Source: an optimization exercise on an open RTL-to-GDS flow (aim: small area, a short achievable clock period and few clock cycles). Production flows keep margins and buffers that such runs may drop. No run shown here included a check of the RTL's function; only the layout flow was run.

===== flow/flow/run.sh =====
#!/bin/bash
set -euo pipefail
MARGIN=$(cat flow/margin.txt)
printf 'export SETUP_SLACK_MARGIN = %s\n' "$MARGIN" >> config.mk
bash standard.sh > standard_flow.log 2>&1

===== flow/flow/margin.txt =====
9.5

===== flow/standard.sh =====
#!/bin/bash
# synth_recipe.tcl (not shown) runs the flow's synth.tcl, then flattens the netlist and writes it again
# the make line also repeats each setting of config.mk as NAME=value (left out here)
make -C /OpenROAD-flow-scripts/flow DESIGN_CONFIG=/design/flow/config.mk WORK_HOME=/design/flow/orfs CLKGATE_MAP_FILE= SYNTH_SCRIPT=/design/flow/synth_recipe.tcl "${@:-finish}"

===== flow/config.mk =====
export PLATFORM = sky130hd
export DESIGN_NAME = rational_arithmetic_unit
export DESIGN_NICKNAME = rational_arithmetic_unit
export VERILOG_FILES = /design/flow/design.v
export SDC_FILE = /design/flow/constraint.sdc
export NUM_CORES = 4
export LEC_CHECK = 0
export CAP_MARGIN = 20
export CORE_MARGIN = 2
export CORE_UTILIZATION = 25
export PLACE_DENSITY = 0.45
export SLEW_MARGIN = 20
export TNS_END_PERCENT = 5
export SETUP_SLACK_MARGIN = 9.5

===== flow/constraint.sdc =====
create_clock -name core_clock -period 15.0 [get_ports {clk}]
set_input_delay 3.0000 -clock core_clock [delete_from_list [all_inputs] [get_ports {clk}]]
set_output_delay 3.0000 -clock core_clock [all_outputs]
set_load 0.01 [all_outputs]

===== flow/design.v =====
package rau_pkg;
	typedef enum logic [2:0] {
		OP_ADD  = 3'd0,
		OP_SUB  = 3'd1,
		OP_MUL  = 3'd2,
		OP_DIV  = 3'd3,
		OP_NEG  = 3'd4,
		OP_INV  = 3'd5,
		OP_NORM = 3'd6,
		OP_EQ   = 3'd7
	} op_t;
	typedef enum logic [1:0] {
		ST_OK   = 2'd0,
		ST_OVF  = 2'd1,
		ST_ZERO = 2'd2
	} status_t;
endpackage
import rau_pkg::*;
module rational_arithmetic_unit
#(
	parameter int OPERAND_WIDTH = 32
) (
	input  logic                            clk,
	input  logic                            arst_n,
	input  logic                            in_valid,
	output logic                            in_stall,
	input  logic [2:0]                      operation,
	input  logic signed [OPERAND_WIDTH-1:0] a_num,
	input  logic signed [OPERAND_WIDTH-1:0] a_den,
	input  logic signed [OPERAND_WIDTH-1:0] b_num,
	input  logic signed [OPERAND_WIDTH-1:0] b_den,
	output logic                            out_valid,
	input  logic                            out_stall,
	output logic signed [OPERAND_WIDTH-1:0] res_num,
	output logic signed [OPERAND_WIDTH-1:0] res_den,
	output logic                            is_equal,
	output logic [1:0]                      status
);
	logic st_idle, st_triv, st_mul1, st_comb, st_mul2, st_gcd, st_sum, st_fin;
	logic stall_q, ov_q;
	logic mmu_q, mmv_q;                  
	logic [2:0]  op_q;
	logic [31:0] r0_q, r1_q, r2_q, r3_q;  
	logic        zst_q;                  
	logic        same_q;                 
	logic [7:0]  pos_q, t2_q;            
	logic        first_q;                
	logic [5:0]  du_q, dv_q;             
	logic        cadd_q;                 
	logic        sn_q, rs_q, ovf_q, fovf_q, fnz_q;
	logic        pv_q, pru_q, pgs_q;     
	logic [2:0]  psh_q;
	logic [63:0] u_q, v_q;
	logic        eq_q;
	logic [1:0]  st_q;
	function automatic logic [3:0] wide(input logic [31:0] x);
		wide[0] = (x[31:3]  != {29{x[31]}});
		wide[1] = (x[31:7]  != {25{x[31]}});
		wide[2] = (x[31:15] != {17{x[31]}});
		wide[3] = (x[31:23] != {9{x[31]}});
	endfunction
	function automatic logic [7:0] top_pos(input logic [3:0] w);
		top_pos = w[3] ? 8'h80 : w[2] ? 8'h20 : w[1] ? 8'h08 : w[0] ? 8'h02 : 8'h01;
	endfunction
	function automatic logic [2:0] ctz7(input logic [6:0] x);
		integer i;
		ctz7 = 3'd7;
		for (i = 6; i >= 0; i = i - 1)
			if (x[i]) ctz7 = i;
	endfunction
	function automatic logic [2:0] booth(input logic [2:0] b);
		case (b)
			3'b001, 3'b010: booth = 3'b001;
			3'b011:         booth = 3'b010;
			3'b100:         booth = 3'b110;
			3'b101, 3'b110: booth = 3'b101;
			default:        booth = 3'b000;
		endcase
	endfunction
	function automatic logic [5:0] bpair(input logic [31:0] m, input logic [7:0] p,
			input logic c);
		logic [32:0] e;
		logic [4:0]  f;
		integer j;
		e = {m, 1'b0};
		f = 5'd0;
		for (j = 0; j < 8; j = j + 1)
			f = f | (e[4*j +: 5] & {5{p[j]}});
		bpair = {c, f};
	endfunction
	logic is_add, is_sub, is_mul, is_neg, is_norm, is_eq;
	always_comb begin
		is_add  = (op_q == OP_ADD) || (op_q == OP_SUB);
		is_sub  = (op_q == OP_SUB);
		is_mul  = (op_q == OP_MUL);
		is_neg  = (op_q == OP_NEG);
		is_norm = (op_q == OP_NORM);
		is_eq   = (op_q == OP_EQ);
	end
	logic        p_add, p_mul, p_div, p_neg, p_inv, p_norm, p_eq;
	logic        p_zero, p_triv, p_novf;
	logic [3:0]  p_wan, p_wad, p_wbn, p_wbd, p_wu, p_wv;
	logic        p_swu, p_swv, p_same;
	logic [7:0]  p_t1, p_t2;
	logic [31:0] p_mplu, p_mplv, p_r0, p_r1, p_r2, p_r3;
	logic [5:0]  p_du, p_dv;
	always_comb begin
		p_add  = (operation == OP_ADD) || (operation == OP_SUB);
		p_mul  = (operation == OP_MUL);
		p_div  = (operation == OP_DIV);
		p_neg  = (operation == OP_NEG);
		p_inv  = (operation == OP_INV);
		p_norm = (operation == OP_NORM);
		p_eq   = (operation == OP_EQ);
		p_zero = !p_eq && ((a_den == 32'd0) ||
			((p_add || p_mul || p_div) && b_den == 32'd0) ||
			(p_div && b_num == 32'd0) || (p_inv && a_num == 32'd0));
		p_novf = p_neg && (a_num == 32'h8000_0000);
		p_triv = p_zero || p_neg || p_inv || p_eq;
		p_wan  = wide(a_num);
		p_wad  = wide(a_den);
		p_wbn  = wide(b_num);
		p_wbd  = wide(b_den);
		p_wu   = p_mul ? p_wbn : p_wbd;     
		p_wv   = p_mul ? p_wbd : p_wbn;
		p_swu  = 1'b0;
		p_same = p_add && (a_den == b_den);
		p_swv  = p_same;
		p_t1   = (p_norm || p_same) ? 8'h01 : top_pos(p_wu | p_wv);
		p_t2   = p_same ? 8'h01 : top_pos(p_wbd);
		p_mplu = p_swu ? a_num : p_mul ? b_num : b_den;
		p_mplv = p_swv ? a_den : p_mul ? b_den : b_num;
		p_r0   = p_inv ? a_den : !p_swu ? a_num : p_mul ? b_num : b_den;
		p_r1   = p_inv ? a_num : !p_swv ? a_den : p_mul ? b_den : b_num;
		p_r2   = p_mplu;
		p_r3   = p_mplv;
		if (p_eq) begin
			p_r2 = b_num;
			p_r3 = b_den;
		end
		if (p_zero || p_eq || p_novf) begin
			p_du = 6'b000000;
			p_dv = 6'b000000;
		end else if (p_neg) begin
			p_du = 6'b100001;
			p_dv = 6'b000001;
		end else if (p_inv) begin
			p_du = 6'b000001;
			p_dv = 6'b000001;
		end else if (p_norm || p_same) begin
			p_du = {p_r0[31], 5'b00001};
			p_dv = {p_r1[31], 5'b00001};
		end else begin
			p_du = bpair(p_mplu, p_t1, p_r0[31] ^ p_mplu[31]);
			p_dv = bpair(p_mplv, p_t1, p_r1[31] ^ p_mplv[31]);
		end
	end
	logic        mm_u, mm_v, comb_add, s_un, s_vn;
	logic [2:0]  hu, lu, hv, lv;         
	logic [63:0] mh_u, ml_u, mh_v, ml_v, a_u, b_u, c_u, a_v, b_v, c_v;
	logic [63:0] cs_u, cc_u, cs_v, cc_v, x_u, y_u, x_v, y_v;
	logic [64:0] su, sv;
	always_comb begin
		mm_u = mmu_q;
		mm_v = mmv_q;
		s_un = r0_q[31] ^ r2_q[31];
		s_vn = r1_q[31] ^ r3_q[31] ^ is_sub;
		comb_add = st_comb && cadd_q;
		hu = booth(du_q[4:2]);
		lu = booth(du_q[2:0]);
		hv = booth(dv_q[4:2]);
		lv = booth(dv_q[2:0]);
		hu[2] = hu[2] ^ du_q[5];
		lu[2] = lu[2] ^ du_q[5];
		hv[2] = hv[2] ^ dv_q[5];
		lv[2] = lv[2] ^ dv_q[5];
		mh_u = hu[1] ? {{31{r0_q[31]}}, r0_q, 1'b0} :
			hu[0] ? {{32{r0_q[31]}}, r0_q} : 64'd0;
		ml_u = lu[1] ? {{31{r0_q[31]}}, r0_q, 1'b0} :
			lu[0] ? {{32{r0_q[31]}}, r0_q} : 64'd0;
		mh_v = hv[1] ? {{31{r1_q[31]}}, r1_q, 1'b0} :
			hv[0] ? {{32{r1_q[31]}}, r1_q} : 64'd0;
		ml_v = lv[1] ? {{31{r1_q[31]}}, r1_q, 1'b0} :
			lv[0] ? {{32{r1_q[31]}}, r1_q} : 64'd0;
		a_u = {first_q ? 60'd0 : u_q[59:0], 1'b0, hu[2], 2'b00};
		b_u = {mh_u[61:0] ^ {62{hu[2]}}, 2'b00};
		c_u = ml_u ^ {64{lu[2]}};
		a_v = {first_q ? 60'd0 : v_q[59:0], 1'b0, hv[2], 2'b00};
		b_v = {mh_v[61:0] ^ {62{hv[2]}}, 2'b00};
		c_v = ml_v ^ {64{lv[2]}};
		cs_u = a_u ^ b_u ^ c_u;
		cc_u = {(a_u[62:0] & b_u[62:0]) | (a_u[62:0] & c_u[62:0]) | (b_u[62:0] & c_u[62:0]), 1'b0};
		cs_v = a_v ^ b_v ^ c_v;
		cc_v = {(a_v[62:0] & b_v[62:0]) | (a_v[62:0] & c_v[62:0]) | (b_v[62:0] & c_v[62:0]), 1'b0};
		x_u = mm_u ? cs_u : u_q;
		y_u = mm_u ? cc_u : comb_add ? v_q : ~v_q;
		x_v = mm_v ? cs_v : v_q;
		y_v = mm_v ? cc_v : ~u_q;
		su = {1'b0, x_u} + {1'b0, y_u} + {64'd0, mm_u ? lu[2] : !comb_add};
		sv = {1'b0, x_v} + {1'b0, y_v} + {64'd0, mm_v ? lv[2] : 1'b1};
	end
	logic        u_odd, v_odd, uv_eq, u_zero, borrow, gcd_done;
	logic [6:0]  dlow;
	logic        both_odd, repl_u, repl_v, wr_u, wr_v, cof_u;
	logic [2:0]  sh, sh_u, sh_v, za, zb, cof_sh;
	logic [63:0] src_u, src_v, nu, nv;
	always_comb begin
		u_odd  = u_q[0];
		v_odd  = v_q[0];
		uv_eq  = (u_q == v_q);
		u_zero = (u_q == 64'd0);
		borrow = (u_q < v_q);
		dlow   = u_q[6:0] - v_q[6:0];
		gcd_done = u_zero || (u_odd && v_odd && uv_eq) || ovf_q;
		both_odd = u_odd && v_odd;
		repl_u = both_odd && !borrow;
		repl_v = both_odd && borrow;
		za     = u_odd ? 3'd0 : ctz7(u_q[6:0]);
		zb     = v_odd ? 3'd0 : ctz7(v_q[6:0]);
		sh     = ctz7(dlow);
		sh_u   = both_odd ? sh : za;
		sh_v   = both_odd ? sh : zb;
		wr_u   = both_odd ? repl_u : !u_odd;
		wr_v   = both_odd ? repl_v : !v_odd;
		cof_u  = both_odd ? repl_u : (za > zb);
		cof_sh = both_odd ? sh : (za > zb) ? za - zb : zb - za;
		src_u  = both_odd ? su[63:0] : u_q;
		src_v  = both_odd ? sv[63:0] : v_q;
		nu     = st_gcd ? (src_u >> sh_u) :
			(st_comb && !comb_add && borrow) ? sv[63:0] : su[63:0];
		nv     = st_gcd ? (src_v >> sh_v) : sv[63:0];
	end
	logic [31:0] x1, x2;
	logic [39:0] sh1, sh2;
	logic [32:0] sum1, sum2;
	logic        c_ovf, f_ovf;
	always_comb begin
		x1    = pru_q ? r0_q : r1_q;
		x2    = pru_q ? r2_q : r3_q;
		sh1   = {8'd0, x1} << psh_q;
		sh2   = {8'd0, x2} << psh_q;
		sum1  = {1'b0, r0_q} + {1'b0, r1_q};
		sum2  = {1'b0, r2_q} + {1'b0, r3_q};
		c_ovf = (sh1[39:32] != 8'd0) || (sh2[39:32] != 8'd0) ||
			(pgs_q && (sum1[32] || sum2[32]));
		f_ovf = ovf_q || sum1[32] || sum2[32] || sum2[31] ||
			(rs_q ? (sum1[31] && sum1[30:0] != 31'd0) : sum1[31]);
	end
	logic take, hold, init_cof, rs_new;
	logic n_idle, n_triv, n_mul1, n_comb, n_mul2, n_gcd, n_sum, n_fin, n_ov;
	logic [7:0] pos_m1;
	logic [5:0] dn_u, dn_v;
	assign take = in_valid && !stall_q;
	assign hold = ov_q && out_stall;    
	always_comb begin
		n_idle = st_idle; n_triv = st_triv; n_mul1 = st_mul1; n_comb = st_comb;
		n_mul2 = st_mul2; n_gcd = st_gcd; n_sum = st_sum; n_fin = st_fin;
		init_cof = 1'b0;
		if (st_idle || (st_triv && !hold) || st_fin) begin
			n_triv = take && p_triv;
			n_mul1 = take && !p_triv;
			n_idle = !take;
			n_fin  = 1'b0;
		end
		if (!hold) begin
			if (st_mul1 && pos_q[0]) begin
				n_mul1 = 1'b0;
				n_comb = is_add;
				n_gcd  = !is_add;
				init_cof = !is_add;
			end
			if (st_comb) begin
				n_comb = 1'b0;
				n_mul2 = 1'b1;
			end
			if (st_mul2 && pos_q[0]) begin
				n_mul2 = 1'b0;
				n_gcd  = 1'b1;
				init_cof = 1'b1;
			end
			if (st_gcd && gcd_done) begin
				n_gcd = 1'b0;
				n_sum = 1'b1;
			end
			if (st_sum) begin
				n_sum = 1'b0;
				n_fin = 1'b1;
			end
		end
		n_ov = (st_triv && !hold) || st_fin || (ov_q && out_stall);
		rs_new = is_norm ? (r0_q[31] ^ r1_q[31]) :
			is_add ? (sn_q ^ r1_q[31] ^ r2_q[31]) :
			(r0_q[31] ^ r1_q[31] ^ r2_q[31] ^ r3_q[31]);
	end
	logic [31:0] mpl_u, mpl_v;
	always_comb begin
		pos_m1 = {1'b0, pos_q[7:1]};
		mpl_u = r2_q;
		mpl_v = r3_q;
		dn_u = 6'b000000;
		dn_v = 6'b000000;
		if (st_mul1) begin
			dn_u = bpair(mpl_u, pos_m1, r0_q[31] ^ mpl_u[31]);
			dn_v = bpair(mpl_v, pos_m1, r1_q[31] ^ mpl_v[31]);
		end else if (st_comb && same_q) begin
			dn_v = {r3_q[31], 5'b00001};
		end else if (st_comb || st_mul2) begin
			dn_v = bpair(r2_q, st_comb ? pos_q : pos_m1, r1_q[31] ^ r2_q[31]);
		end else if (st_sum) begin
			dn_u = (f_ovf || fnz_q) ? 6'b000000 : {rs_q, 5'b00001};
			dn_v = f_ovf ? 6'b000000 : 6'b000001;
		end
	end
	always_ff @(posedge clk or negedge arst_n) begin
		if (!arst_n) begin
			st_idle <= 1'b1;
			st_triv <= 1'b0;
			st_mul1 <= 1'b0;
			st_comb <= 1'b0;
			st_mul2 <= 1'b0;
			st_gcd  <= 1'b0;
			st_sum  <= 1'b0;
			st_fin  <= 1'b0;
			ov_q    <= 1'b0;
			stall_q <= 1'b0;
			mmu_q   <= 1'b0;
			mmv_q   <= 1'b0;
		end else begin
			mmu_q   <= n_triv || n_mul1 || n_fin;
			mmv_q   <= n_triv || n_mul1 || n_mul2 || n_fin;
			st_idle <= n_idle;
			st_triv <= n_triv;
			st_mul1 <= n_mul1;
			st_comb <= n_comb;
			st_mul2 <= n_mul2;
			st_gcd  <= n_gcd;
			st_sum  <= n_sum;
			st_fin  <= n_fin;
			ov_q    <= n_ov;
			stall_q <= !(n_idle || n_fin || (n_triv && !n_ov));
		end
	end
	always_ff @(posedge clk) begin
		if (!hold) begin
			du_q <= dn_u;
			dv_q <= dn_v;
			cadd_q <= (s_un == s_vn);
			if (st_triv || st_mul1 || st_mul2 || st_fin) begin
				first_q <= 1'b0;
				v_q <= nv;
			end
			if (st_triv || st_mul1 || st_fin)
				u_q <= nu;
			if (st_mul1 || st_mul2)
				pos_q <= pos_m1;
			if (st_mul1 && pos_q[0])
				pos_q <= t2_q;
			if (st_triv) begin
				eq_q <= is_eq && (r0_q == r2_q) && (r1_q == r3_q);
				st_q <= zst_q ? ST_ZERO : is_neg && r0_q == 32'h8000_0000 ? ST_OVF : ST_OK;
			end
			if (st_comb) begin
				if (same_q) r1_q <= r3_q;
				u_q <= nu;
				sn_q <= (comb_add || !borrow) ? s_un : s_vn;
				first_q <= 1'b1;
			end
			if (st_gcd && pv_q) begin
				if (c_ovf) ovf_q <= 1'b1;
				if (pru_q) begin
					r0_q <= sh1[31:0];
					r2_q <= sh2[31:0];
					if (pgs_q) begin
						r1_q <= sum1[31:0];
						r3_q <= sum2[31:0];
					end
				end else begin
					r1_q <= sh1[31:0];
					r3_q <= sh2[31:0];
					if (pgs_q) begin
						r0_q <= sum1[31:0];
						r2_q <= sum2[31:0];
					end
				end
			end
			if (st_gcd) begin
				pv_q  <= !gcd_done && (both_odd || za != zb);
				pru_q <= cof_u;
				pgs_q <= both_odd;
				psh_q <= cof_sh;
				if (gcd_done) begin
					fnz_q <= u_zero;
				end else begin
					if (wr_u) u_q <= nu;
					if (wr_v) v_q <= nv;
				end
			end
			if (st_sum) begin
				r0_q <= sum1[31:0];
				r1_q <= sum2[31:0];
				fovf_q <= f_ovf;
				first_q <= 1'b1;
			end
			if (st_fin) begin
				eq_q <= 1'b0;
				st_q <= fovf_q ? ST_OVF : ST_OK;
			end
			if (init_cof) begin
				r0_q <= 32'd1;
				r1_q <= 32'd0;
				r2_q <= 32'd0;
				r3_q <= 32'd1;
				rs_q <= rs_new;
				ovf_q <= 1'b0;
				pv_q <= 1'b0;
			end
		end
		if (take) begin
			op_q  <= operation;
			r0_q  <= p_r0;
			r1_q  <= p_r1;
			r2_q  <= p_r2;
			r3_q  <= p_r3;
			zst_q <= p_zero;
			same_q <= p_same;
			pos_q <= p_t1;
			t2_q  <= p_t2;
			first_q <= 1'b1;
			du_q  <= p_du;
			dv_q  <= p_dv;
		end
	end
	assign in_stall  = stall_q;
	assign out_valid = ov_q;
	assign res_num   = u_q[31:0];
	assign res_den   = v_q[31:0];
	assign is_equal  = eq_q;
	assign status    = st_q;
endmodule

==> results of run 1 <==
==> per-stage QoR <==
step	util (%)
after floorplan	-
after global placement	27.4
after detailed placement	27.4
after CTS	29.6
after global routing	30.9
final	30.9
==> worst max path at each step <==
stage	to	slack (ps)
floorplan	v_q[46]	9380
global placement	dv_q[5]	6950
detailed placement	dv_q[5]	7040
CTS	v_q[41]	9330
global route	u_q[53]	9090
finish	u_q[47]	9140
==> flip-flops by register name, summed over array words and instances (netlist names), 3 cells and up <==
signal / cells
op_q: 3
psh_q: 3
du_q: 6
t2_q: 5
dv_q: 6
r2_q: 32
r1_q: 32
r3_q: 32
r0_q: 32
v_q: 64
pos_q: 8
u_q: 64
==> placed cells by master, fill, tap and decap left out, drive strengths merged, types with 152 or more instances in the layout <==
cell    count
inv       152
a21oi     665
o22ai     167
o21ai     486
mux2i     378
xnor2     292
buf       448
a22oi     200
nand2     770
ha        261
nor2      648
xor2      165
edfxtp    301
==> area by class of cell <==
type,instances,area (sq um)
Clock buffer,48,1180
Fill cell,23800,153000
Timing Repair Buffer,655,6200
Antenna cell,12,30.0
Multi-Input combinational cell,6107,46900
Sequential cell,314,9380
Clock inverter,40,465
Inverter,158,629
Tap cell,2975,3720
==> routing by layer <==
layer  track usage [%]  vias to the layer above  wire (microns)
met1              35.2                    31700          132000
met4              23.4                        6           34000
met3              5.41                     1091           30200
met5                 0                        -              41
li1                  -                    27200               -
met2              46.1                     3922          153000
==> critical path, stage by stage, from the launching register on <==
cell	delay [ps]
edfxtp_1	530
buf_6	190
nand3b_1	190
o21ai_4	100
buf_12	150
xnor2_4	130
clkinvlp_4	130
buf_12	160
buf_12	150
fa_1	480
mux2_4	290
ha_4	320
nand4_1	150
buf_4	180
nor4_4	370
and3_4	280
o211a_4	210
o31a_1	270
o21ai_0	110
nor2b_2	200
a221oi_4	340
o21ai_1	120
a21o_1	190
o32a_1	320
==> cells by family (layout without fill, tap and decap cells) <==
family	count (synthesis)	in the layout	share of synthesized area, %
compound gates	2426	2428	28.3
xor+xnor	458	458	7.22
fa+ha+maj	388	388	10.4
buf+inv	837	901	6.25
flops	314	314	16.8
mux	566	566	12.1
other cells	0	12	0
simple gates	2265	2267	18.8
==> repair_timing <==
action                     CTS  global route
cloned                       9             7
setup endpoints to repair  310           283
pin swaps                   77           141
setup buffers              105           124
gates resized for setup    609           324
hold buffers                 0             0
==> notes.md, run 1 <==
STA
Setup repair after global routing could not meet its margin everywhere. The actual transition at the worst max-transition pin is 1250 ps. Based on the critical path, the design can be clocked at up to 171 MHz. The final max-slew violation count is 0.

The hold violation total from the final report is 0. Setup total negative slack on the finished layout was measured at 0 ps. In the finished design, the share of the clock period the worst path needs comes to 39.1%. The final critical-path required period is 5860 ps. The worst pin sits at a relative slew slack of 16.4%. On the final layout, the worst clock skew is 53.8 ps. Setup slack on the critical path of the routed design comes to 9140 ps. The number of setup violations in the final report is 0. On the final layout, the worst hold slack is 542 ps.

Placed design
Detailed placement ended at an HPWL of 261 mm. The number of input and output port buffers inserted is 203. The worst setup timing slack at the placement stage is 7040 ps. The final weighted congestion of routability-driven global placement is 1.01.

The post-placement cell area is 60,800 sq um. The cell total after placement is 9,964.

Critical path
Along the worst path, the maximum fanout reaches 8. The number of cells traversed by the worst register-to-register path is 23. The endpoint identified for the worst register-to-register timing path is u_q[47]. Data on the critical path arrives at its endpoint at 6320 ps. The endpoint class of the critical path is a flop.

The worst setup path startpoint is r0_q[31]. The type of element launching the critical path is a flop. The setup slack on the worst flop-to-flop path is 9140 ps. STA puts the critical path data required time at 15,460 ps. The classification of the worst setup path is reg -> reg. The origin of the critical flop-to-flop path is r0_q[31].

Worst hold path
The worst hold path belongs to the class reg -> reg. The critical hold path startpoint is fovf_q. The destination of the worst hold path is st_q[0].

The worst hold path depth is 2.

Floorplan
After floorplanning, the core was sized to cover 222,000 sq um. The count of pins on the block boundary is 204. The floorplan die area is 227,000 sq um.

The floorplan step set the die width to 476 microns. Once the floorplan was initialized, standard cells occupied 25.1% of the core. In this run the core area contains 173 standard-cell rows.

The die height is 476 microns.

Final layout
After the last flow step, the layout net total stands at 7,806. The share of post-route cells with drive strength above 1 is 18.6%. The finished layout holds 10,300 standard cells, fillers aside. Once layout is done, the placed cells without fillers occupy 68,500 sq um. Compared with the post-synthesis result, the final layout area differs by 22.9%.

Run
The max-cap check violation count is 0.

Route
The antenna violation net count after detailed routing is 0. For this run, design rule violations remaining after detail routing come to 0. The number of vias per cell is 6.21. The total wirelength of the detailed-routed design is 349 mm. For this block, the initial DRC count from the detailed router was 8,166. The pre-antenna-repair detailed-routing pass consisted of 10 iterations. Dividing the detail-routed wire length by the instance count gives 33.9 microns.

The total number of vias is 64,000.

Yosys
The share of async-settable or async-resettable flops after synthesis is 3.82%. Yosys attributes the largest share of cell area to edfxtp_1 16%, mux2i_1 6.8%, a21oi_1 6.0%. The cell type with the largest total area after synthesis is edfxtp_1. The summed instance area of the synthesized netlist is 55,700 sq um.

The number of nets in the synthesized netlist is 7,777. The most numerous cell in the Yosys netlist is nand2_1. The commonest cells after synthesis are 770 x nand2_1, 664 x a21oi_1, 648 x nor2_1, 487 x clkbuf_1, 479 x o21ai_0.

The netlist uses 99 different library cells. The predominant post-synthesis flop cell is edfxtp_1. Synthesis produced 7,254 cells. The total number of yosys warnings is 1. The share of the synthesized area in the top cell type is 16.2%.

Each instance of the synthesized netlist takes up on average 7.68 sq um. After synthesis the netlist holds a flip-flop and latch count of 314. The share of the Yosys chip area taken by registers is 16.8%. Yosys mapped a number of flops with a built-in enable equal to 301.

GRT
The number of antenna violations at the first check in global routing is 13. The aggregate global-route resource usage is 29.4%. The wire length of the first global-routing pass is 477 mm. For this run the aggregate overflow at the end of global routing stands at 0. The via count of the first global-routing pass is 60,700. Entering global routing, the biggest net connects 118 pins.

Clock network
For the worst-skew pair, the clock arrives at the later sink with an insertion delay of 730 ps. The clock drives 314 sinks. CTS placed an instance of clkbuf_16 at the clock tree root.

The TritonCTS clock tree is built. Clock-pin slew was measured on the worst setup and hold paths at 70 ps. The deepest clock path buffer count is 3. The number of H-tree branching levels is 2. Buffers inserted during clock tree synthesis total 47.

Run status
The run finished with no timing, DRC or antenna violations.
==> run 2, diff against run 1 <==
--- a/flow/design.v
+++ b/flow/design.v
@@ -124,6 +124,6 @@
 		p_wu   = p_mul ? p_wbn : p_wbd;     
-		p_wv   = p_mul ? p_wbd : p_wbn;
+		p_wv   = p_mul ? p_wbd : p_add ? p_wad : p_wbn;
 		p_swu  = 1'b0;
 		p_same = p_add && (a_den == b_den);
-		p_swv  = p_same;
+		p_swv  = p_add;
 		p_t1   = (p_norm || p_same) ? 8'h01 : top_pos(p_wu | p_wv);
@@ -131,5 +131,5 @@
 		p_mplu = p_swu ? a_num : p_mul ? b_num : b_den;
-		p_mplv = p_swv ? a_den : p_mul ? b_den : b_num;
+		p_mplv = p_add ? a_den : p_mul ? b_den : b_num;
 		p_r0   = p_inv ? a_den : !p_swu ? a_num : p_mul ? b_num : b_den;
-		p_r1   = p_inv ? a_num : !p_swv ? a_den : p_mul ? b_den : b_num;
+		p_r1   = p_inv ? a_num : p_add ? b_num : a_den;
 		p_r2   = p_mplu;
@@ -307,3 +307,4 @@
 		end else if (st_comb || st_mul2) begin
-			dn_v = bpair(r2_q, st_comb ? pos_q : pos_m1, r1_q[31] ^ r2_q[31]);
+			dn_v = bpair(r2_q, st_comb ? pos_q : pos_m1,
+				(st_comb ? r3_q[31] : r1_q[31]) ^ r2_q[31]);
 		end else if (st_sum) begin
@@ -362,3 +363,3 @@
 			if (st_comb) begin
-				if (same_q) r1_q <= r3_q;
+				r1_q <= r3_q;
 				u_q <= nu;
==> flow/flow/run.sh (replaced) <==
#!/bin/bash
set -euo pipefail
cat flow/extra.mk >> config.mk
bash standard.sh > standard_flow.log 2>&1
==> flow/flow/extra.mk (new file) <==
export SETUP_SLACK_MARGIN = 9.5
export BUFFER_PORTS_ARGS = -buffer_cell sky130_fd_sc_hd__buf_4
--- a/flow/config.mk
+++ b/flow/config.mk
@@ -14 +14,2 @@
 export SETUP_SLACK_MARGIN = 9.5
+export BUFFER_PORTS_ARGS = -buffer_cell sky130_fd_sc_hd__buf_4
removed: flow/flow/margin.txt
==> notes.md, run 2 <==
Critical path
The family of cells with the greatest summed delay on the critical path is simple AND/OR/NAND/NOR gates. The startpoint identified for the worst register-to-register timing path is u_q[63]. The classification of the worst setup path is in -> reg.

The number of cells traversed by the worst register-to-register path is 15 (-35%). The signal on the critical path passes through buf_4 -> or4_1 -> nor3_2 -> o21ai_0 -> nor3_2 -> a22oi_1 -> o31a_4 -> mux2_2 -> nor4_2 -> nand2b_1 -> xor2_1 -> o31ai_1. The cell at the slowest stage of the critical path is or4_1.

Counting stages on the worst path, the most repeated cell is nor3_2. The endpoint identified for the worst register-to-register timing path is u_q[17]. The setup slack on the worst flop-to-flop path is 9280 ps (+140 ps). The delay contributed by the slowest stage of the critical path is 570 ps (+40 ps).

The required time of the critical path came to 15,380 ps (-80 ps). The buffers plus inverters on the worst setup path came to 1 (-5). The data arrival time of the worst path was 6160 ps (-160 ps). The maximum net fanout on the critical path is 12 (+4).

The worst setup path is launched from a primary input. The worst setup path is captured at a flop.

STA
The maximum clock rate was 173 MHz (+1.6%). The actual transition at the worst max-transition pin is 1130 ps (-124 ps). The aggregate negative setup slack is 0 ps (unchanged). The number of setup violations in the final report is 0 (unchanged). The worst-case clock skew is 46.0 ps (-7.85 ps). The period utilization came to 38.5% (-0.60 points). Setup repair after global routing could not meet its margin everywhere. The hold violation total from the final report is 0 (unchanged).

The final max-slew violation count is 0 (unchanged). The relative max-transition margin is 24.3% (+7.9 points). The final critical-path required period is 5770 ps (-89.6 ps).

Floorplan
The count of pins on the block boundary is 204 (unchanged). The floorplan core area is 225,000 sq um (+1.3%). The horizontal die dimension is 479 microns (+0.66%). The floorplan die area is 230,000 sq um (+1.3%). The initial core utilization is 25.1% (about the same). The die height is 479 microns (+0.66%). The standard-cell row count is 174 (+0.58%).

Clock network
The clock-pin slew of the registers on the worst-case setup and hold paths is 60 ps (about the same). The number of clock sinks seen by CTS is 314 (unchanged). The TritonCTS clock tree is built. The clock buffer count from CTS is 48 (+2.1%). The hold buffer count at cts is 0 (unchanged). The latest clock arrival within the worst-skew pair was 710 ps (-20 ps).

Clock tree synthesis selected as its root buffer the cell clkbuf_16. The number of H-tree branching levels is 2 (unchanged). The deepest clock path buffer count came to 3 (unchanged).

Worst hold path
The startpoint identified for the worst hold timing path is fovf_q. The tightest min-delay check is of the reg -> reg type. The destination of the worst hold path is st_q[0]. The worst hold path depth came to 2 (unchanged).

Placed design
The number of input and output port buffers inserted is 203 (unchanged). The final weighted congestion of routability-driven global placement is 1.01 (-0.26%). The final HPWL from detailed placement is 263 mm (+0.54%).

Yosys
The summed instance area of the synthesized netlist is 56,500 sq um (+1.3%). The commonest cells after synthesis are 935 x nand2_1, 657 x nor2_1, 622 x a21oi_1, 528 x o21ai_0, 467 x clkbuf_1. Among all cell types in the netlist, the one instantiated most often is nand2_1. The total number of yosys warnings was 1 (unchanged). The number of cells produced by synthesis is 7,451 (+2.7%).

The number of enable flip-flop cells after synthesis is 301 (unchanged). The average cell area after synthesis is 7.58 sq um (-1.3%). The register bit count reported by yosys is 314 (unchanged).

Summed over all instances, the cell type with the most area after synthesis is edfxtp_1. The number of distinct library cells after synthesis is 112 (+13%). The share of the synthesized area in the top cell type was 16.0% (-0.21 points). After synthesis, the cell types taking the most area are edfxtp_1 16%, nand2_1 6.2%, mux2i_1 6.1%. The proportion of synthesized chip area in sequential cells is 16.6% (-0.22 points). Among all flip-flop cells after synthesis, the most frequent one is edfxtp_1. The total nets after synthesis is 7,975 (+2.5%). The share of async-settable or async-resettable flops after synthesis is 3.82% (unchanged).

GRT
The largest net degree at the start of global routing was 166 (+41%). The global-route congestion overflow total came to 0 (unchanged). The aggregate global-route resource usage is 28.6% (-0.77 points).

The number of antenna violations at the first check in global routing is 15 (+2). The via count of the first global-routing pass is 61,300 (+1.1%). The wire length of the first global-routing pass is 477 mm (about the same).

Route
The total wirelength of the detailed-routed design was 349 mm (about the same). The total number of vias is 64,800 (+1.3%). The DRC violation total after the first TritonRoute iteration was 8,002 (-2.0%). The final routed wire length divided by cell count came to 33.4 microns (-1.3%). The antenna violation net count after detailed routing is 0 (unchanged). The number of vias per cell is 6.21 (about the same).

The DRC violation count after routing is 0 (unchanged). The number of detailed-route iterations in the first pass is 8 (-2).

Final layout
The largest registers in the layout are u_q x64, v_q x64. The area growth from synthesis to final layout is 20.0%. The total of fill cells in the finished design is 24,400 (+2.5%). The share of post-route cells with drive strength above 1 is 20.0% (+1.4 points). The number of nets in the layout is 7,932 (+1.6%). The library cell used most frequently in the layout, excluding fill and tap cells, is nand2_1. The library cells used most frequently in the layout, excluding fill and tap cells, are 905 x nand2_1, 633 x nor2_1, 530 x buf_4.

Run
The max-cap check violation count came to 0 (unchanged).

Run status
The run finished with no timing, DRC or antenna violations.
run 2: cell types whose count changed in the layout (fill, tap and decap cells not counted), moves of 21 or more:
cell	before	now
clkdlybuf4s15_2	29	0
nand2_1	747	905
o221ai_1	45	73
clkdlybuf4s50_1	122	0
o211ai_1	75	99
nand3_1	113	140
dlygate4sd2_1	46	0
o21ai_0	408	454
buf_4	376	530
mux2i_1	363	337
a21oi_1	583	512
a21oi_2	66	92
mux2_2	107	86
run 2: cells by family after synthesis:
| family | share of synthesized area [%] |
|---|---|
| compound gates | 28.1 |
| mux | 11.2 |
| xor+xnor | 7.34 |
| flops | 16.6 |
| simple gates | 20.0 |
| fa+ha+maj | 10.3 |
| buf+inv | 6.42 |
run 2: metrics by stage:
step / setup WS, ps / cells / hold slack [ps] / area, sq um / utilization [%]
3_3_place_gp: 7920 / 10100 / 517 / 60700 / 27.0
5_1_grt: 9150 / 10400 / 565 / 67700 / 30.1
4_1_cts: 9270 / 10300 / 528 / 64200 / 28.6
6_report: 9230 / 10400 / 523 / 67700 / 30.1
2_1_floorplan: 9320 / 7451 / 493 / 56600 / -
3_5_place_dp: 7930 / 10200 / 514 / 60700 / 27.0
run 2: worst max path at each step:
stage | from | to | depth (start not counted)
after floorplan | r0_q[31] | u_q[39] | 19
after global placement | r1_q[31] | v_q[54] | 18
after detailed placement | r1_q[31] | v_q[54] | 18
after CTS | b_num[10] | dv_q[5] | 12
after global routing | dv_q[2] | v_q[58] | 24
final | a_den[18] | dv_q[5] | 12
run 2: repair_timing:
action                     in CTS  in global routing
gates cloned                    4                 13
gates resized for setup       312                473
pin swaps                      39                141
setup buffers                  70                112
setup endpoints to repair     164                325
run 2: area by class of cell:
| type | instances | area [sq um] | area share [%] |
|---|---|---|---|
| multi-input combinational | 6276 | 47100 | 69.6 |
| sequential | 314 | 9380 | 13.8 |
| timing repair buffer | 603 | 5300 | 7.82 |
| tap | 2992 | 3740 | 5.53 |
| clock buffer | 56 | 1270 | 1.88 |
| inverter | 165 | 637 | 0.940 |
| clock inverter | 31 | 265 | 0.392 |
| antenna | 3 | 7.51 | 0.0111 |
run 2: metal layers:
metal	track usage, %	wire, microns	vias to the layer above
li1	-	-	27800
met5	0	65	-
met4	21.0	30200	10
met1	35.1	135000	32100
met3	4.16	27000	1016
met2	45.5	156000	3909
run 2: tightest hold or removal path, cell delays in order, from the launching register on:
cell and delay, ps:
edfxtp_1 320, nand2_1 50, o41ai_1 50

[afterwards: timing with drivers on the ports]
The flow's constraints put no driver on any port. The routed layouts listed below were extracted and timed again, unchanged, in two steps. Step 1 assumes that a clkbuf_16 drives the clock port and a buf_2 every other input. Step 2, shift: input delay + t, output delay - t, t = (earliest + latest rising clock arrival at the registers) / 2. This alone moves slack from input paths to output paths. Slacks: no drivers / after step 1 / after step 2; pairs: no drivers / after step 1.
run	t, ns	setup slack, ns	cell pins on the clock port's net
run 1	0.784	9.139 / 9.139 / 8.576	1
run 2	0.765	9.228 / 9.276 / 8.521	1
After both steps setup and hold are still met in every run listed. The setup slack of run 2, which loses most, moves by +0.048 ns with the drivers and by -0.707 ns with both steps.
